What follows belongs to an exercise in optimizing a design on an open flow for small area; a production flow would make more cautious choices.
The RTL was checked by simulation tests, not by an equivalence proof against the original design. The clock port is modelled as an ideal driver; clocking choices that lean on that would not hold on a real chip.

==> flow/design.v (outline; a module is shown in full before it is edited, if it fits) <==
// module fast_frame_ctrl: 51 lines
// module fast_window: 63 lines
// module fast_segment_test: 3165 lines
// module fast_border_mask: 28 lines
// module fast_detector: 68 lines
module fast_detector #(
    parameter int IMG_WIDTH  = 32,
    parameter int IMG_HEIGHT = 24,
    parameter int EDGE       = 4,
    parameter int THRESHOLD  = 20
) (
    input  logic   i_clk,
    input  logic   i_rst_n,
    input  logic   i_valid,
    input  logic   i_start,
    input  logic [7:0]  i_pixel,
    output logic   o_ready,
    output logic   o_start,
    output logic   o_end,
    output logic   o_point_valid,
    output logic [28:0] o_point
);
  // ...
==> flow/flow/run.sh <==
#!/bin/bash
# Own flow: the standard layout (standard.sh, all ORFS steps and settings
# unchanged) with changes to the synthesis's mapping only:
#  - Yosys's synth runs with -noabc, so the explicit full adder equations of
#    the RTL reach extract_fa as written (no pre-mapping abc -fast pass that
#    inverts them);
#  - extract_fa extracts full adders only, leaving half adders to abc;
set -euo pipefail
W=$PWD
F=$W/flow
sed -e 's/extract_fa {\*}\[dont_use_extract_fa_args\]/extract_fa -fa/' \
    -e "s#  log_cmd abc {\*}\$abc_args#  log_cmd abc {*}[lreplace \$abc_args 1 1 $F/abc_area_relaxed.script]#" \
    "$FLOW_HOME/scripts/synth.tcl" > "$W/own_synth_core.tcl"
grep -q 'extract_fa -fa' "$W/own_synth_core.tcl"
grep -q 'abc_area_relaxed.script' "$W/own_synth_core.tcl"
{
    echo 'proc synth {args} { yosys synth -nofsm -noshare -noabc {*}$args }'
    echo "source $W/own_synth_core.tcl"
    tail -n +3 "$W/synth_recipe.tcl"
} > "$W/own_synth.tcl"
sed "s#SYNTH_SCRIPT=[^ ]*#SYNTH_SCRIPT=$W/own_synth.tcl#" "$W/standard.sh" > "$W/own_standard.sh"
grep -q "SYNTH_SCRIPT=$W/own_synth.tcl" "$W/own_standard.sh"
export CTS_ARGS="-sink_clustering_enable -repair_clock_nets -sink_clustering_size 30 -sink_clustering_max_diameter 80 -buf_list sky130_fd_sc_hd__clkbuf_16 -dont_use_dummy_load"
export BUFFER_PORTS_ARGS="-buffer_cell sky130_fd_sc_hd__buf_1"
bash "$W/own_standard.sh" finish > "$W/own_flow_make.log" 2>&1
==> flow/flow/abc_area_relaxed.script <==
&get -n
&st
&dch
&nf
&st
&syn2
&if -g -K 6
&synch2
&nf
&st
&deepsyn -T 60
&dch -f
&nf -p -R 1000
&put
topo
stime -c
==> flow/standard.sh <==
#!/bin/bash
# synth_recipe.tcl (not shown) runs the flow's synth.tcl, then flattens the netlist and writes it again
# the make line also repeats each setting of config.mk as NAME=value (left out here)
make -C /OpenROAD-flow-scripts/flow DESIGN_CONFIG=/design/flow/config.mk WORK_HOME=/design/flow/orfs CLKGATE_MAP_FILE= SYNTH_SCRIPT=/design/flow/synth_recipe.tcl "${@:-finish}"
==> flow/config.mk <==
export PLATFORM = sky130hd
export DESIGN_NAME = fast_detector
export DESIGN_NICKNAME = fast_detector
export VERILOG_FILES = /design/flow/design.v
export SDC_FILE = /design/flow/constraint.sdc
export NUM_CORES = 4
export LEC_CHECK = 0
export CAP_MARGIN = 20
export CORE_MARGIN = 2
export CORE_UTILIZATION = 70
export PLACE_DENSITY = 0.95
export SLEW_MARGIN = 20
==> flow/constraint.sdc <==
create_clock -name core_clock -period 20.0 [get_ports {i_clk}]
set_input_delay 4.0000 -clock core_clock [delete_from_list [all_inputs] [get_ports {i_clk}]]
set_output_delay 4.0000 -clock core_clock [all_outputs]
set_load 0.01 [all_outputs]
==> key figures, run 1 <==
Worst setup path
  – RR Endpoint: i_fast_border_mask.score_q[0]
  – Crit-path max cell delay: approximately 0.73 ns
  – Critical path arrival: around 14 ns
  – Slowest cell on crit path: nand2_2

Logic synthesis
  – Netlist cell types: 45
  – Mux contribution to synthesized area: 0%
  – Largest family of logic cells by synthesized area: adder cells

GRT
  – Vias in the first global route: approximately 26000
  – GRT Total Usage: approximately 33%

Placed design
  – DP Worst Slack: about 7.5 ns
  – Placed Area: ~57000 um^2

Floorplan
  – Die W: approximately 290 um

Finish
  – Area of the multi-input gates: approximately 11000 um^2
  – Comb_multi_in: between 1000 and 1500
  – Register area: around 44000 um^2
  – Commonest non-fill, non-tap cell in the layout: edfxtp_1

Status
  – Status: timing/DRC/antenna clean

Timing
  – F_max: 0.0751 GHz
  – Worst-margin pin slew: about 1.2 ns

Flow run
  – Max-cap violations: 0

Detailed routing
  – Pre-antenna DRT Iters: 9

Clock network
  – Hold_buf cts: 0
==> run 2, diff against run 1 <==
--- a/flow/config.mk
+++ b/flow/config.mk
@@ -9,3 +9,3 @@
 export CORE_MARGIN = 2
-export CORE_UTILIZATION = 70
+export CORE_UTILIZATION = 60
 export PLACE_DENSITY = 0.95
==> run 2 against run 1 <==
Compared with the run above:
- clock skew decreased by 0.018 ns
- sequential share of layout area down 0.26 points
- non-clock buffer count shrank 4
- cell area up 0.34%
- flip-flop and latch count stayed put
- critical path depth stayed put
==> key figures, run 2 <==
Logic synthesis
  – Post-Syn Area: 55600 um^2 (unchanged)
  – Netlist cell types: 45 (unchanged)
  – Synth top area share: 79.1% (unchanged)
  – Flops & latches, synth: 1484 (unchanged)
  – Synth async-reset ratio: 0.135% (unchanged)
  – Top cells by area, synth: edfxtp_1 79%, fa_1 12%, and3_1 1.3%, nor2_1 0.86%, xnor2_1 0.76% (unchanged)
  – Yosys warns: 4 (unchanged)
  – EDFF count, synth: 1464 (unchanged)
  – Yosys top cell by area: edfxtp_1 (unchanged)
  – Avg Cell Area, Syn: 21.2 um^2 (unchanged)
  – Top-count cell post-synth: edfxtp_1 (unchanged)
  – Synth cell count leaders: 1464 x edfxtp_1, 322 x fa_1, 128 x nor2_1, 117 x and3_1, 81 x nand2_1 (unchanged)
  – Cells after Synth: 2616 (unchanged)
  – Seq/Total Area, Yosys: 79.8% (unchanged)
  – Ys flop type: edfxtp_1 (unchanged)

Worst setup path
  – Critical Setup Path Class: reg2reg (unchanged)
  – Critical path arrival: 12.72 ns (was 13.72 ns)
  – Req. time, crit path: 20.45 ns (was 20.40 ns)
  – CP Launch Type: flip-flop (unchanged)
  – CP max FO: 36 (unchanged)
  – Kind of end point of the critical path: flip-flop (unchanged)

Timing
  – F_max: 0.0814 GHz (was 0.0751 GHz)
  – Max_slew headroom: 25.8% (was 20.3%)
  – Min Hold Slack: 0.390 ns (was 0.386 ns)
  – Setup Skew: 0.118 ns (was 0.136 ns)
  – Final hold violations: 0 (unchanged)
  – Worst-margin pin slew: 1.11 ns (was 1.19 ns)
  – Min Tclk post-route: 12.28 ns (was 13.31 ns)
  – Final setup fails: 0 (unchanged)
  – Final Max Slew Viols: 0 (unchanged)
  – RSZ-0062 raised after global routing: no (unchanged)
  – Final worst-path cycle share: 61.4% (was 66.6%)

Clock network
  – Post CTS Setup Buffer Count: 0 (unchanged)
  – Clock Latency Late Sink: 0.69 ns (was 0.71 ns)
  – Hold_buf cts: 0 (unchanged)
  – CTS-repair resized insts: 0 (unchanged)
  – Clk sinks: 1484 (unchanged)
  – Inserted Clock Buffers: 59 (was 58)
  – TritonCTS clock tree: yes (unchanged)
  – Clock-pin slew on the worst setup and hold paths: 0.10 ns (was 0.11 ns)
  – Clock buffer depth: 3 (unchanged)
  – Htree depth: 2 (unchanged)
  – Clock root cell: clkbuf_16 (unchanged)

Placed design
  – Placed Area: 57500 um^2 (was 57300 um^2)
  – Placed cell count: 3855 (was 3723)
  – Dpl hpwl: 75.7 mm (was 87.2 mm)
  – Placer Congestion: 1.04 (was 1.01)
  – Port bufs: 34 (unchanged)

Status
  – Status: timing/DRC/antenna clean (unchanged)

Floorplan
  – Ports: 45 (unchanged)
  – Site Rows: 111 (was 103)
  – Core area: 91700 um^2 (was 78700 um^2)
  – Starting Density: 60.6% (was 70.6%)
  – Die W: 308 um (was 286 um)
  – Die height: 308 um (was 286 um)
  – Die area: 95100 um^2 (was 81700 um^2)

Finish
  – Design Area, Final: 59000 um^2 (was 58800 um^2)
  – Fillers: 5834 (was 3930)
  – Register area: 44400 um^2 (unchanged)
  – Fin cells: 3919 (was 3784)
  – Max reg flops: 944 (unchanged)
  – Share of cells above drive strength 1: 3.41% (was 3.55%)
  – Commonest non-fill, non-tap cells in the layout: 1464 x edfxtp_1, 322 x fa_1, 126 x nor2_1 (unchanged)
  – Largest register by flop count: i_fast_window.chain_a1 (unchanged)
  – Area of the multi-input gates: 11200 um^2 (about the same)
  – Nets: 3065 (was 3068)
  – Area Overhead vs Synth: 6.19% (was 5.83%)
  – Top flop regs: i_fast_window.chain_a1 (944), i_fast_window.chain_a2 (272), i_fast_window.chain_b (208) (unchanged)
  – Commonest non-fill, non-tap cell in the layout: edfxtp_1 (unchanged)

Detailed routing
  – Antenna Nets Post-Route: 0 (unchanged)
  – Wire length per cell: 28.0 um (was 35.3 um)
  – Initial detailed-routing violation count: 3234 (was 4087)
  – Drt drc: 0 (unchanged)
  – Via density: 6.00 (was 6.76)
  – Vias: 23500 (was 25600)
  – Total Routed Length: 110 mm (was 133 mm)
  – Pre-antenna DRT Iters: 6 (was 9)

GRT
  – GRT overflow: 0 (unchanged)
  – Initial antenna violation count: 7 (was 8)
  – GRT Total Usage: 23.4% (was 33.4%)
  – Largest net degree at the start of global routing: 208 (was 223)
  – First-pass GRT wire length: 157 mm (was 188 mm)
  – Vias in the first global route: 23300 (was 25700)

Hold path
  – Worst hold path type: reg2reg (unchanged)

Flow run
  – Max-cap violations: 0 (unchanged)
-- run 2: changes by cell type in the layout (fill, tap and decap cells not counted), moves of 2 or more --
cell | before | now
buf_12 | 2 | 5
buf_4 | 18 | 14
buf_6 | 4 | 1
diode_2 | 2 | 4
-- run 2: area by class of cell --
| class | count | area share [%] |
|---|---|---|
| repair buffers | 55 | 0.632 |
| inverters | 12 | 0.121 |
| diodes | 4 | 0.0170 |
| well taps | 1186 | 2.51 |
| clock buffers | 59 | 2.50 |
| flip-flops and latches | 1484 | 75.2 |
| multi-input cells | 1119 | 19.0 |
-- run 2: layer usage --
layer,vias to the layer above,wire length [um],GRT usage [%]
met5,-,11,0
met4,2,3140,6.48
met3,183,7410,3.29
met2,1017,52500,37.1
met1,12200,46600,34.8
li1,10100,-,-
-- run 2: final timing paths --
check / start / to / slack [ns] / cells after the start
min in group asynchronous: i_rst_n / i_fast_frame_ctrl.active / 3.09 / 1
hold reg to reg: i_fast_window.chain_a1[664] / i_fast_window.chain_a1[672] / 0.39 / 0
setup reg to reg: i_fast_window.chain_a1[720] / i_fast_border_mask.score_q[4] / 7.72 / 27
max in group asynchronous: i_rst_n / i_fast_frame_ctrl.vq / 16.75 / 1
hold / removal: i_fast_window.chain_a1[664] / i_fast_window.chain_a1[672] / 0.39 / 0
setup / recovery: i_fast_window.chain_a1[720] / i_fast_border_mask.score_q[4] / 7.72 / 27
-- run 2: logic make-up after synthesis --
kind of cell | synth area share, %
and+or+nand+nor | 5.24
DFF | 79.8
adders and majority gates | 11.6
AOI/OAI and AO/OA | 1.81
xor gates and xnor gates | 1.29
buffers and inverters | 0.216
other | 0.00675
-- run 2: worst max-delay path, stage by stage (launching register included) --
cell and delay [ns]:
edfxtp_1 0.36, buf_4 0.34, o21ai_0 0.52, nand2_2 0.70, fa_1 0.68, fa_1 0.43
fa_1 0.43, fa_1 0.45, fa_1 0.43, fa_1 0.55, o2111ai_1 0.37, nand2_1 0.28
nor3_1 0.36, fa_1 0.58, fa_1 0.48, fa_1 0.50, fa_1 0.47, fa_1 0.51
fa_1 0.52, nor2b_1 0.17, fa_1 0.43, fa_1 0.44, fa_1 0.44, fa_1 0.40
nor4_1 0.19, nand4_1 0.22, nor3_1 0.64, a221oi_1 0.17
-- run 2: through the flow --
stage | setup WS, ns | utilization, % | TNS, ns
2_1_floorplan | -0.598 | - | -564.46
3_5_place_dp | 7.93 | 62.7 | 0
3_3_place_gp | 8.29 | 62.7 | 0
5_1_grt | 7.15 | 64.4 | 0
4_1_cts | 7.86 | 64.3 | 0
6_report | 7.72 | 64.4 | 0
==> run 3, diff against run 2 <==
--- a/flow/flow/run.sh
+++ b/flow/flow/run.sh
@@ -22,3 +22,3 @@
 grep -q "SYNTH_SCRIPT=$W/own_synth.tcl" "$W/own_standard.sh"
-export CTS_ARGS="-sink_clustering_enable -repair_clock_nets -sink_clustering_size 30 -sink_clustering_max_diameter 80 -buf_list sky130_fd_sc_hd__clkbuf_16 -dont_use_dummy_load"
+export CTS_ARGS="-sink_clustering_enable -repair_clock_nets -sink_clustering_size 34 -sink_clustering_max_diameter 90 -buf_list sky130_fd_sc_hd__clkbuf_16 -dont_use_dummy_load"
 export BUFFER_PORTS_ARGS="-buffer_cell sky130_fd_sc_hd__buf_1"
==> run 3 against run 2 <==
Compared with the run above:
- still clean on timing, DRC and antenna
- synthesized cell count is the same
- synthesized area is the same
- cell area down 0.26%
- non-clock buffer count did not move
- sequential share of layout area rose by 0.20 points
- worst setup slack better by 0.046 ns
- critical path type unchanged
- largest cell class unchanged
- highest routed layer is now met4
==> key figures, run 3 <==
Status
  – Status: timing/DRC/antenna clean (unchanged)

Logic synthesis
  – Ys flop type: edfxtp_1 (unchanged)
  – Post-Syn Area: 55600 um^2 (unchanged)
  – Flops & latches, synth: 1484 (unchanged)
  – EDFF count, synth: 1464 (unchanged)
  – Netlist cell types: 45 (unchanged)
  – Synth top area share: 79.1% (unchanged)
  – Cells after Synth: 2616 (unchanged)
  – Post-synthesis xor/xnor area fraction: 1.29% (unchanged)
  – Synth async-reset ratio: 0.135% (unchanged)
  – Post-synthesis simple-gate area fraction: 5.24% (unchanged)
  – Synth Area in Compound Gates: 1.81% (unchanged)
  – Yosys top cell by area: edfxtp_1 (unchanged)
  – Share of synthesized cell area in full adder, half adder and majority cells: 11.6% (unchanged)
  – Synth cell count leaders: 1464 x edfxtp_1, 322 x fa_1, 128 x nor2_1, 117 x and3_1, 81 x nand2_1 (unchanged)
  – Mux contribution to synthesized area: 0% (unchanged)
  – Seq/Total Area, Yosys: 79.8% (unchanged)
  – Avg Cell Area, Syn: 21.2 um^2 (unchanged)
  – Top cells by area, synth: edfxtp_1 79%, fa_1 12%, and3_1 1.3%, nor2_1 0.86%, xnor2_1 0.76% (unchanged)
  – Largest family of logic cells by synthesized area: adder cells (unchanged)
  – Top-count cell post-synth: edfxtp_1 (unchanged)
  – Yosys warns: 4 (unchanged)

Worst setup path
  – Critical path arrival: 12.66 ns (was 12.72 ns)
  – Critical Setup Path Class: reg2reg (unchanged)
  – Req. time, crit path: 20.42 ns (was 20.45 ns)
  – CP Launch Type: flip-flop (unchanged)
  – Kind of end point of the critical path: flip-flop (unchanged)
  – RR Startpoint: i_fast_window.chain_a1[720] (unchanged)
  – CP max FO: 36 (unchanged)
  – Critical Path Source: i_fast_window.chain_a1[720] (unchanged)

Finish
  – Commonest non-fill, non-tap cell in the layout: edfxtp_1 (unchanged)
  – Top flop regs: i_fast_window.chain_a1 (944), i_fast_window.chain_a2 (272), i_fast_window.chain_b (208) (unchanged)
  – Max reg flops: 944 (unchanged)
  – Area Overhead vs Synth: 5.91% (was 6.19%)
  – Nets: 3059 (was 3065)
  – Share of cells above drive strength 1: 3.20% (was 3.41%)
  – Final core occ: 64.2% (was 64.4%)
  – Fin cells: 3911 (was 3919)
  – Fillers: 5832 (was 5834)
  – Area of the multi-input gates: 11200 um^2 (unchanged)
  – Commonest non-fill, non-tap cells in the layout: 1464 x edfxtp_1, 322 x fa_1, 126 x nor2_1 (unchanged)
  – Register area: 44400 um^2 (unchanged)
  – Largest register by flop count: i_fast_window.chain_a1 (unchanged)

Clock network
  – Clk sinks: 1484 (unchanged)
  – Post CTS Setup Buffer Count: 0 (unchanged)
  – Clock buffer depth: 3 (unchanged)
  – Hold_buf cts: 0 (unchanged)
  – Inserted Clock Buffers: 53 (was 59)
  – Clock-pin slew on the worst setup and hold paths: 0.12 ns (was 0.10 ns)
  – CTS-repair resized insts: 0 (unchanged)
  – Clock root cell: clkbuf_16 (unchanged)
  – Clock Latency Late Sink: 0.71 ns (was 0.69 ns)
  – Htree depth: 2 (unchanged)
  – TritonCTS clock tree: yes (unchanged)

Detailed routing
  – Antenna Nets Post-Route: 0 (unchanged)
  – Initial detailed-routing violation count: 3212 (was 3234)
  – Drt drc: 0 (unchanged)
  – Wire length per cell: 27.9 um (was 28.0 um)
  – Pre-antenna DRT Iters: 6 (unchanged)
  – Total Routed Length: 109 mm (was 110 mm)
  – Via density: 6.02 (was 6.00)
  – Vias: 23500 (about the same)

Placed design
  – Placed cell count: 3855 (unchanged)
  – DP Worst Slack: 7.93 ns (unchanged)
  – Placer Congestion: 1.04 (unchanged)
  – Dpl hpwl: 75.7 mm (unchanged)
  – Port bufs: 34 (unchanged)

Timing
  – Setup TNS: 0 ns (unchanged)
  – Max_slew headroom: 27.6% (was 25.8%)
  – Setup Skew: 0.123 ns (was 0.118 ns)
  – Min Tclk post-route: 12.23 ns (was 12.28 ns)
  – Final setup fails: 0 (unchanged)
  – Final worst-path cycle share: 61.2% (was 61.4%)
  – Worst-margin pin slew: 1.09 ns (was 1.11 ns)
  – Final Max Slew Viols: 0 (unchanged)
  – F_max: 0.0817 GHz (was 0.0814 GHz)
  – Setup ws final: 7.77 ns (was 7.72 ns)
  – RSZ-0062 raised after global routing: no (unchanged)
  – Final hold violations: 0 (unchanged)

GRT
  – GRT overflow: 0 (unchanged)
  – Initial antenna violation count: 4 (was 7)
  – First-pass GRT wire length: 156 mm (was 157 mm)
  – Largest net degree at the start of global routing: 208 (unchanged)
  – Vias in the first global route: 23200 (was 23300)
  – GRT Total Usage: 23.2% (was 23.4%)

Floorplan
  – Die height: 308 um (unchanged)
  – Die area: 95100 um^2 (unchanged)
  – Ports: 45 (unchanged)
  – Die W: 308 um (unchanged)
  – Site Rows: 111 (unchanged)
  – Starting Density: 60.6% (unchanged)
  – Core area: 91700 um^2 (unchanged)

Hold path
  – Worst hold path type: reg2reg (unchanged)
  – HP Start: i_fast_window.chain_a1[447] (was i_fast_window.chain_a1[664])

Flow run
  – Max-cap violations: 0 (unchanged)
-- run 3: cell counts after synthesis --
No cell type changed its count.
-- run 3: routing by layer --
| layer | up-vias | global-route usage, % | wire length, um |
|---|---|---|---|
| li1 | 10100 | - | - |
| met2 | 1016 | 36.9 | 51700 |
| met3 | 206 | 3.54 | 7300 |
| met5 | - | 0 | 0 |
| met4 | 0 | 6.25 | 3290 |
| met1 | 12200 | 34.4 | 46700 |
-- run 3: worst max-delay path, stage by stage (launching register included) --
cell       delay (ns)
edfxtp_1         0.37
buf_4            0.34
o21ai_0          0.52
nand2_2          0.69
fa_1             0.67
fa_1             0.43
fa_1             0.43
fa_1             0.45
fa_1             0.45
fa_1             0.56
o2111ai_1        0.31
nand2_1          0.26
nor3_1           0.36
fa_1             0.58
fa_1             0.48
fa_1             0.50
fa_1             0.47
fa_1             0.51
fa_1             0.52
nor2b_1          0.17
fa_1             0.43
fa_1             0.44
fa_1             0.44
fa_1             0.40
nor4_1           0.21
nand4_1          0.23
nor3_1           0.63
a221oi_1         0.17
-- run 3: final cells by class --
| class | instances | area share, % |
|---|---|---|
| antenna | 2 | 0.00850 |
| clock buffer | 53 | 2.25 |
| inverter | 12 | 0.121 |
| multi-input combinational | 1119 | 19.1 |
| sequential | 1484 | 75.4 |
| tap | 1186 | 2.52 |
| timing repair buffer | 55 | 0.633 |
-- run 3: per-stage QoR --
| step | cell area [um^2] | hold slack [ns] |
|---|---|---|
| after detailed placement | 57500 | 0.405 |
| after global routing | 58900 | 0.371 |
| final | 58900 | 0.375 |
| after CTS | 58800 | 0.374 |
| after floorplan | 55700 | 0.400 |
| after global placement | 57500 | 0.400 |
-- run 3: cell families (layout without fill, tap and decap cells) --
| group | count (synthesis) | in the layout |
|---|---|---|
| flip-flops | 1484 | 1484 |
| AND/OR/NAND/NOR | 553 | 553 |
| adder cells (fa/ha/maj) | 322 | 322 |
| AO/OA/AOI/OAI | 152 | 152 |
| XOR/XNOR | 82 | 82 |
| buffers and inverters | 22 | 120 |
| other | 1 | 12 |
-- run 3: path summary, 6_finish.rpt --
| path | end | slack (ns) | depth (start not counted) |
|---|---|---|---|
| max in group asynchronous | i_fast_frame_ctrl.vq | 16.75 | 1 |
| min in group asynchronous | i_fast_frame_ctrl.active | 3.10 | 1 |
| min | i_fast_window.chain_a1[455] | 0.38 | 0 |
| min reg2reg | i_fast_window.chain_a1[455] | 0.38 | 0 |
| max | i_fast_border_mask.score_q[4] | 7.77 | 27 |
| max reg2reg | i_fast_border_mask.score_q[4] | 7.77 | 27 |
==> run 4, diff against run 3 <==
--- a/flow/flow/run.sh
+++ b/flow/flow/run.sh
@@ -22,3 +22,3 @@
 grep -q "SYNTH_SCRIPT=$W/own_synth.tcl" "$W/own_standard.sh"
-export CTS_ARGS="-sink_clustering_enable -repair_clock_nets -sink_clustering_size 34 -sink_clustering_max_diameter 90 -buf_list sky130_fd_sc_hd__clkbuf_16 -dont_use_dummy_load"
+export CTS_ARGS="-sink_clustering_enable -repair_clock_nets -sink_clustering_size 32 -sink_clustering_max_diameter 85 -buf_list sky130_fd_sc_hd__clkbuf_16 -dont_use_dummy_load"
 export BUFFER_PORTS_ARGS="-buffer_cell sky130_fd_sc_hd__buf_1"
--- a/flow/config.mk
+++ b/flow/config.mk
@@ -9,3 +9,3 @@
 export CORE_MARGIN = 2
-export CORE_UTILIZATION = 60
+export CORE_UTILIZATION = 65
 export PLACE_DENSITY = 0.95
==> run 4 against run 3 <==
Compared with the run above:
- fmax shrank 3.4%
- count of clock-buffer cells in the layout grew 1
- non-clock buffer count grew 5
- hold slack lost 0.018 ns
- register-to-register slack lost 0.43 ns
- via count grew 3.5%
- critical endpoint is now i_fast_border_mask.score_q[5]
- flip-flop and latch count is the same
- still clean on timing, DRC and antenna
- synthesized area is the same
- critical path type unchanged
- wire length grew 14%
- die area shrank 7.6%
==> key figures, run 4 <==
Status
  – Status: timing/DRC/antenna clean (unchanged)

Worst setup path
  – Critical Setup Path Class: reg2reg (unchanged)
  – Kind of end point of the critical path: flip-flop (unchanged)
  – Critical path arrival: 13.05 ns (was 12.66 ns)
  – CP max FO: 36 (unchanged)
  – Req. time, crit path: 20.39 ns (was 20.42 ns)
  – CP Launch Type: flip-flop (unchanged)
  – Reg-to-reg slack, setup: 7.34 ns (was 7.77 ns)

Logic synthesis
  – Avg Cell Area, Syn: 21.2 um^2 (unchanged)
  – Yosys warns: 4 (unchanged)
  – Post-Syn Area: 55600 um^2 (unchanged)
  – Synth cell count leaders: 1464 x edfxtp_1, 322 x fa_1, 128 x nor2_1, 117 x and3_1, 81 x nand2_1 (unchanged)
  – Top cells by area, synth: edfxtp_1 79%, fa_1 12%, and3_1 1.3%, nor2_1 0.86%, xnor2_1 0.76% (unchanged)
  – Synth async-reset ratio: 0.135% (unchanged)
  – Netlist cell types: 45 (unchanged)
  – Synth top area share: 79.1% (unchanged)
  – Cells after Synth: 2616 (unchanged)
  – Seq/Total Area, Yosys: 79.8% (unchanged)
  – Yosys top cell by area: edfxtp_1 (unchanged)
  – Ys flop type: edfxtp_1 (unchanged)
  – Top-count cell post-synth: edfxtp_1 (unchanged)
  – Flops & latches, synth: 1484 (unchanged)
  – EDFF count, synth: 1464 (unchanged)

Timing
  – Setup Skew: 0.128 ns (was 0.123 ns)
  – Final setup fails: 0 (unchanged)
  – RSZ-0062 raised after global routing: no (unchanged)
  – Final Max Slew Viols: 0 (unchanged)
  – Final hold violations: 0 (unchanged)
  – Max_slew headroom: 26.9% (was 27.6%)
  – Min Tclk post-route: 12.66 ns (was 12.23 ns)
  – Setup ws final: 7.34 ns (was 7.77 ns)
  – F_max: 0.0790 GHz (was 0.0817 GHz)
  – Final worst-path cycle share: 63.3% (was 61.2%)
  – Worst-margin pin slew: 1.09 ns (about the same)

Detailed routing
  – Antenna Nets Post-Route: 0 (unchanged)
  – Initial detailed-routing violation count: 3215 (was 3212)
  – Via density: 6.29 (was 6.02)
  – Vias: 24400 (was 23500)
  – Drt drc: 0 (unchanged)
  – Total Routed Length: 124 mm (was 109 mm)
  – Pre-antenna DRT Iters: 6 (unchanged)
  – Wire length per cell: 32.0 um (was 27.9 um)

Placed design
  – Placed cell count: 3817 (was 3855)
  – Port bufs: 34 (unchanged)
  – Dpl hpwl: 83.9 mm (was 75.7 mm)
  – Placer Congestion: 0.968 (was 1.04)
  – DP Worst Slack: 7.74 ns (was 7.93 ns)

Finish
  – Max reg flops: 944 (unchanged)
  – Nets: 3065 (was 3059)
  – Final core occ: 69.2% (was 64.2%)
  – Commonest non-fill, non-tap cells in the layout: 1464 x edfxtp_1, 322 x fa_1, 127 x nor2_1 (was 1464 x edfxtp_1, 322 x fa_1, 126 x nor2_1)
  – Area Overhead vs Synth: 5.91% (about the same)
  – Commonest non-fill, non-tap cell in the layout: edfxtp_1 (unchanged)
  – Top flop regs: i_fast_window.chain_a1 (944), i_fast_window.chain_a2 (272), i_fast_window.chain_b (208) (unchanged)
  – Share of cells above drive strength 1: 3.41% (was 3.20%)
  – Fin cells: 3873 (was 3911)
  – Largest register by flop count: i_fast_window.chain_a1 (unchanged)
  – ANT cells: 0 (was 2)

GRT
  – GRT Total Usage: 28.7% (was 23.2%)
  – Vias in the first global route: 24200 (was 23200)
  – GRT overflow: 0 (unchanged)
  – Largest net degree at the start of global routing: 222 (was 208)
  – Initial antenna violation count: 3 (was 4)
  – First-pass GRT wire length: 173 mm (was 156 mm)

Clock network
  – Clk sinks: 1484 (unchanged)
  – Inserted Clock Buffers: 54 (was 53)
  – CTS-repair resized insts: 0 (unchanged)
  – Clock Latency Late Sink: 0.69 ns (was 0.71 ns)
  – Clock root cell: clkbuf_16 (unchanged)
  – Htree depth: 2 (unchanged)
  – Clock-pin slew on the worst setup and hold paths: 0.11 ns (was 0.12 ns)
  – TritonCTS clock tree: yes (unchanged)
  – Hold_buf cts: 0 (unchanged)
  – Clock buffer depth: 3 (unchanged)
  – Post CTS Setup Buffer Count: 0 (unchanged)

Floorplan
  – Die W: 296 um (was 308 um)
  – Die height: 296 um (was 308 um)
  – Ports: 45 (unchanged)
  – Core area: 85000 um^2 (was 91700 um^2)
  – Site Rows: 107 (was 111)
  – Starting Density: 65.4% (was 60.6%)
  – Die area: 87900 um^2 (was 95100 um^2)

Flow run
  – Max-cap violations: 0 (unchanged)

Hold path
  – Worst hold path type: reg2reg (unchanged)
## run 4: through the flow
stage / hold slack [ns] / TNS [ns] / instance area (um^2)
3_3_place_gp: 0.400 / 0 / 57400
5_1_grt: 0.353 / 0 / 58900
4_1_cts: 0.369 / 0 / 58800
2_1_floorplan: 0.400 / -564.46 / 55700
3_5_place_dp: 0.405 / 0 / 57400
6_report: 0.357 / 0 / 58900
## run 4: routing by layer
layer,track usage (%),vias up,share of wire (%),wire [um]
met5,0,-,0,0
met4,8.52,0,3.5,4390
met3,5.68,254,8.7,10700
met2,46.3,1428,48,59900
met1,40.7,12600,39,48900
li1,-,10100,-,-
## run 4: final timing paths
check	to	cells past startpoint	startpoint
worst min-delay path	i_fast_window.chain_a1[473]	0	i_fast_window.chain_a1[465]
max in group asynchronous	i_fast_frame_ctrl.vq	1	i_rst_n
worst max register to register	i_fast_border_mask.score_q[5]	27	i_fast_window.chain_a1[720]
min in group asynchronous	i_fast_frame_ctrl.active	1	i_rst_n
worst min register to register	i_fast_window.chain_a1[473]	0	i_fast_window.chain_a1[465]
worst max-delay path	i_fast_border_mask.score_q[5]	27	i_fast_window.chain_a1[720]
## run 4: kinds of logic (layout without fill, tap and decap cells)
family,after synthesis,count (layout),share of synthesized area [%]
AOI/OAI and AO/OA,152,152,1.81
xor gates and xnor gates,82,82,1.29
adders and majority gates,322,322,11.6
buffers and inverters,22,126,0.216
DFF,1484,1484,79.8
other,1,10,0.00675
and+or+nand+nor,553,553,5.24
## run 4: area by class of cell
cell class	instances	area, um^2
clock buffers	54	1350
fillers	4849	26200
multi-input cells	1119	11200
well taps	1144	1430
repair buffers	60	422
inverters	12	71.3
flip-flops and latches	1484	44400
## run 4: critical path: stages (launching register included)
cell and delay, ns:
edfxtp_1 0.38, buf_4 0.36, o21ai_0 0.61, nand2_2 0.75, fa_1 0.72, fa_1 0.45
fa_1 0.49, fa_1 0.48, fa_1 0.48, fa_1 0.76, o2111ai_1 0.26, nand2_1 0.31
nor2_1 0.14, fa_1 0.62, fa_1 0.50, fa_1 0.49, fa_1 0.48, fa_1 0.50
fa_1 0.52, nor2b_1 0.16, fa_1 0.42, fa_1 0.44, fa_1 0.43, fa_1 0.41
nor4_1 0.17, nand4_1 0.22, nor3_1 0.62, a221oi_1 0.18
==> run 5, diff against run 4 <==
--- a/flow/config.mk
+++ b/flow/config.mk
@@ -10,2 +10,5 @@
 export CORE_UTILIZATION = 65
+export CTS_BUF_LIST = sky130_fd_sc_hd__clkbuf_16
+export CTS_CLUSTER_DIAMETER = 85
+export CTS_CLUSTER_SIZE = 32
 export PLACE_DENSITY = 0.95
==> run 5 against run 4 <==
Compared with the run above:
- critical path type unchanged
- synthesized area is the same
- critical path depth is the same
==> key figures, run 5 <==
Worst setup path
  – CP max FO: 36 (unchanged)
  – Reg-to-reg slack, setup: 7.34 ns (about the same)
  – Req. time, crit path: 20.39 ns (about the same)
  – RR Endpoint: i_fast_border_mask.score_q[5] (unchanged)
  – Critical path arrival: 13.05 ns (about the same)
  – Kind of end point of the critical path: flip-flop (unchanged)
  – CP Launch Type: flip-flop (unchanged)
  – RR Startpoint: i_fast_window.chain_a1[720] (unchanged)
  – Critical Setup Path Class: reg2reg (unchanged)
  – Worst reg2reg path depth: 27 (unchanged)

Clock network
  – Hold_buf cts: 0 (unchanged)
  – Post CTS Setup Buffer Count: 0 (unchanged)
  – Inserted Clock Buffers: 54 (unchanged)
  – TritonCTS clock tree: yes (unchanged)
  – Clock Latency Late Sink: 0.69 ns (about the same)
  – Htree depth: 2 (unchanged)
  – Clock root cell: clkbuf_16 (unchanged)
  – Clock buffer depth: 3 (unchanged)
  – CTS-repair resized insts: 0 (unchanged)
  – Clock-pin slew on the worst setup and hold paths: 0.11 ns (about the same)
  – Clk sinks: 1484 (unchanged)

Hold path
  – HP Start: i_fast_window.chain_a1[465] (unchanged)
  – Hold worst-path end: i_fast_window.chain_a1[473] (unchanged)
  – Worst hold path type: reg2reg (unchanged)
  – WHS Path Cells: 0 (unchanged)

Detailed routing
  – Vias: 24400 (unchanged)
  – Total Routed Length: 124 mm (unchanged)
  – Antenna Nets Post-Route: 0 (unchanged)
  – Initial detailed-routing violation count: 3215 (unchanged)
  – Via density: 6.29 (unchanged)
  – Drt drc: 0 (unchanged)
  – Wire length per cell: 32.0 um (unchanged)
  – Pre-antenna DRT Iters: 6 (unchanged)

Timing
  – F_max: 0.0790 GHz (unchanged)
  – Max_slew headroom: 26.9% (unchanged)
  – Final Max Slew Viols: 0 (unchanged)
  – Final setup fails: 0 (unchanged)
  – RSZ-0062 raised after global routing: no (unchanged)
  – Setup Skew: 0.128 ns (unchanged)
  – Final worst-path cycle share: 63.3% (unchanged)
  – Worst-margin pin slew: 1.09 ns (unchanged)
  – Min Tclk post-route: 12.66 ns (unchanged)
  – Setup ws final: 7.34 ns (unchanged)
  – Final hold violations: 0 (unchanged)

Finish
  – Area Overhead vs Synth: 5.91% (unchanged)
  – Fillers: 4849 (unchanged)
  – Max reg flops: 944 (unchanged)
  – Largest register by flop count: i_fast_window.chain_a1 (unchanged)
  – Nets: 3065 (unchanged)
  – Commonest non-fill, non-tap cells in the layout: 1464 x edfxtp_1, 322 x fa_1, 127 x nor2_1 (unchanged)
  – Final core occ: 69.2% (unchanged)
  – Share of cells above drive strength 1: 3.41% (unchanged)
  – ANT cells: 0 (unchanged)
  – Commonest non-fill, non-tap cell in the layout: edfxtp_1 (unchanged)
  – Fin cells: 3873 (unchanged)
  – Register area: 44400 um^2 (unchanged)
  – Area of the multi-input gates: 11200 um^2 (unchanged)
  – Top flop regs: i_fast_window.chain_a1 (944), i_fast_window.chain_a2 (272), i_fast_window.chain_b (208) (unchanged)

Logic synthesis
  – Synth cell count leaders: 1464 x edfxtp_1, 322 x fa_1, 128 x nor2_1, 117 x and3_1, 81 x nand2_1 (unchanged)
  – Seq/Total Area, Yosys: 79.8% (unchanged)
  – Top cells by area, synth: edfxtp_1 79%, fa_1 12%, and3_1 1.3%, nor2_1 0.86%, xnor2_1 0.76% (unchanged)
  – Cells after Synth: 2616 (unchanged)
  – Top-count cell post-synth: edfxtp_1 (unchanged)
  – Yosys top cell by area: edfxtp_1 (unchanged)
  – Post-Syn Area: 55600 um^2 (unchanged)
  – Synth top area share: 79.1% (unchanged)
  – EDFF count, synth: 1464 (unchanged)
  – Avg Cell Area, Syn: 21.2 um^2 (unchanged)
  – Yosys warns: 4 (unchanged)
  – Netlist cell types: 45 (unchanged)
  – Ys flop type: edfxtp_1 (unchanged)
  – Flops & latches, synth: 1484 (unchanged)
  – Synth async-reset ratio: 0.135% (unchanged)

Floorplan
  – Ports: 45 (unchanged)
  – Die height: 296 um (unchanged)
  – Starting Density: 65.4% (unchanged)
  – Core area: 85000 um^2 (unchanged)
  – Site Rows: 107 (unchanged)
  – Die area: 87900 um^2 (unchanged)
  – Die W: 296 um (unchanged)

Flow run
  – Max-cap violations: 0 (unchanged)

Placed design
  – DP Worst Slack: 7.74 ns (unchanged)
  – Port bufs: 34 (unchanged)
  – Dpl hpwl: 83.9 mm (unchanged)
  – Placed cell count: 3817 (unchanged)
  – Placer Congestion: 0.968 (unchanged)

GRT
  – Initial antenna violation count: 3 (unchanged)
  – GRT Total Usage: 28.7% (unchanged)
  – GRT overflow: 0 (unchanged)
  – Vias in the first global route: 24200 (unchanged)
  – First-pass GRT wire length: 173 mm (unchanged)
  – Largest net degree at the start of global routing: 222 (unchanged)

Status
  – Status: timing/DRC/antenna clean (unchanged)
-- run 5: cell counts in the layout (fill, tap and decap cells not counted) --
No cell type changed its count.
-- run 5: critical path, stage by stage, from the launching register on --
cell and delay (ns):
edfxtp_1 0.38, buf_4 0.36, o21ai_0 0.61, nand2_2 0.75, fa_1 0.72, fa_1 0.45, fa_1 0.49, fa_1 0.48
fa_1 0.48, fa_1 0.76, o2111ai_1 0.26, nand2_1 0.31, nor2_1 0.14, fa_1 0.62, fa_1 0.50, fa_1 0.49
fa_1 0.48, fa_1 0.50, fa_1 0.52, nor2b_1 0.16, fa_1 0.42, fa_1 0.44, fa_1 0.43, fa_1 0.41
nor4_1 0.17, nand4_1 0.22, nor3_1 0.62, a221oi_1 0.18
-- run 5: final cells by class --
cell class                 instances  share of cell area (%)
sequential                      1484                    75.4
multi-input combinational       1119                    19.0
tap                             1144                    2.43
clock buffer                      54                    2.30
timing repair buffer              60                   0.716
inverter                          12                   0.121
-- run 5: how the worst max path moves through the flow --
stage | from | end | cells past startpoint
after detailed placement | i_fast_window.chain_a1[720] | i_fast_border_mask.score_q[5] | 27
after floorplan | i_valid | i_fast_window.chain_a1[0] | 2
after global routing | i_fast_window.chain_a1[720] | i_fast_border_mask.score_q[0] | 27
after CTS | i_fast_window.chain_a1[720] | i_fast_border_mask.score_q[5] | 27
final | i_fast_window.chain_a1[720] | i_fast_border_mask.score_q[5] | 27
after global placement | i_fast_window.chain_a1[720] | i_fast_border_mask.score_q[6] | 28
-- run 5: cells by family after synthesis --
kind of cell	share of synthesized area [%]
flip-flops	79.8
AND/OR/NAND/NOR	5.24
adder cells (fa/ha/maj)	11.6
AO/OA/AOI/OAI	1.81
XOR/XNOR	1.29
buffers and inverters	0.216
other	0.00675
-- run 5: through the flow --
step	area (um^2)	hold slack [ns]	setup TNS, ns
after CTS	58800	0.369	0
after global routing	58900	0.353	0
after detailed placement	57400	0.405	0
final	58900	0.357	0
after floorplan	55700	0.400	-564.46
after global placement	57400	0.400	0
-- run 5: metal layers --
layer | up-vias | share of wire (%) | GRT usage (%)
met1 | 12600 | 39 | 40.7
met4 | 0 | 3.5 | 8.52
met2 | 1428 | 48 | 46.3
li1 | 10100 | - | -
met5 | - | 0 | 0
met3 | 254 | 8.7 | 5.68

-- re-timing with driven ports --
The flow's constraints put no driver on any port. The routed layouts listed below were extracted and timed again, unchanged, in two steps. Step 1 (the two cells are an assumption about what drives the block):
set clk [get_ports {i_clk}]
set_driving_cell -lib_cell sky130_fd_sc_hd__clkbuf_16 $clk
set_driving_cell -lib_cell sky130_fd_sc_hd__buf_2 [delete_from_list [all_inputs] $clk]
Step 2 also shifts input and output timing later by t, the mid clock arrival at the registers, as if the neighbouring blocks saw the same clock. Slacks: ideal ports / drivers / drivers and shift; pairs: ideal ports / drivers.
run | t (ns) | setup slack, ns | worst hold slack (ns) | slew at the worst register clock pin (ns)
run 1 | 0.718 | 6.688 / 6.688 / 6.688 | 0.386 / 0.386 / 0.386 | 0.12 / 0.12
run 2 | 0.707 | 7.721 / 7.721 / 7.721 | 0.390 / 0.390 / 0.390 | 0.11 / 0.11
run 3 | 0.706 | 7.768 / 7.768 / 7.768 | 0.375 / 0.375 / 0.375 | 0.12 / 0.12
run 4 | 0.695 | 7.339 / 7.339 / 7.339 | 0.357 / 0.357 / 0.357 | 0.12 / 0.12
run 5 | 0.695 | 7.339 / 7.339 / 7.339 | 0.357 / 0.357 / 0.357 | 0.12 / 0.12
After both steps setup and hold are still met in every run listed.
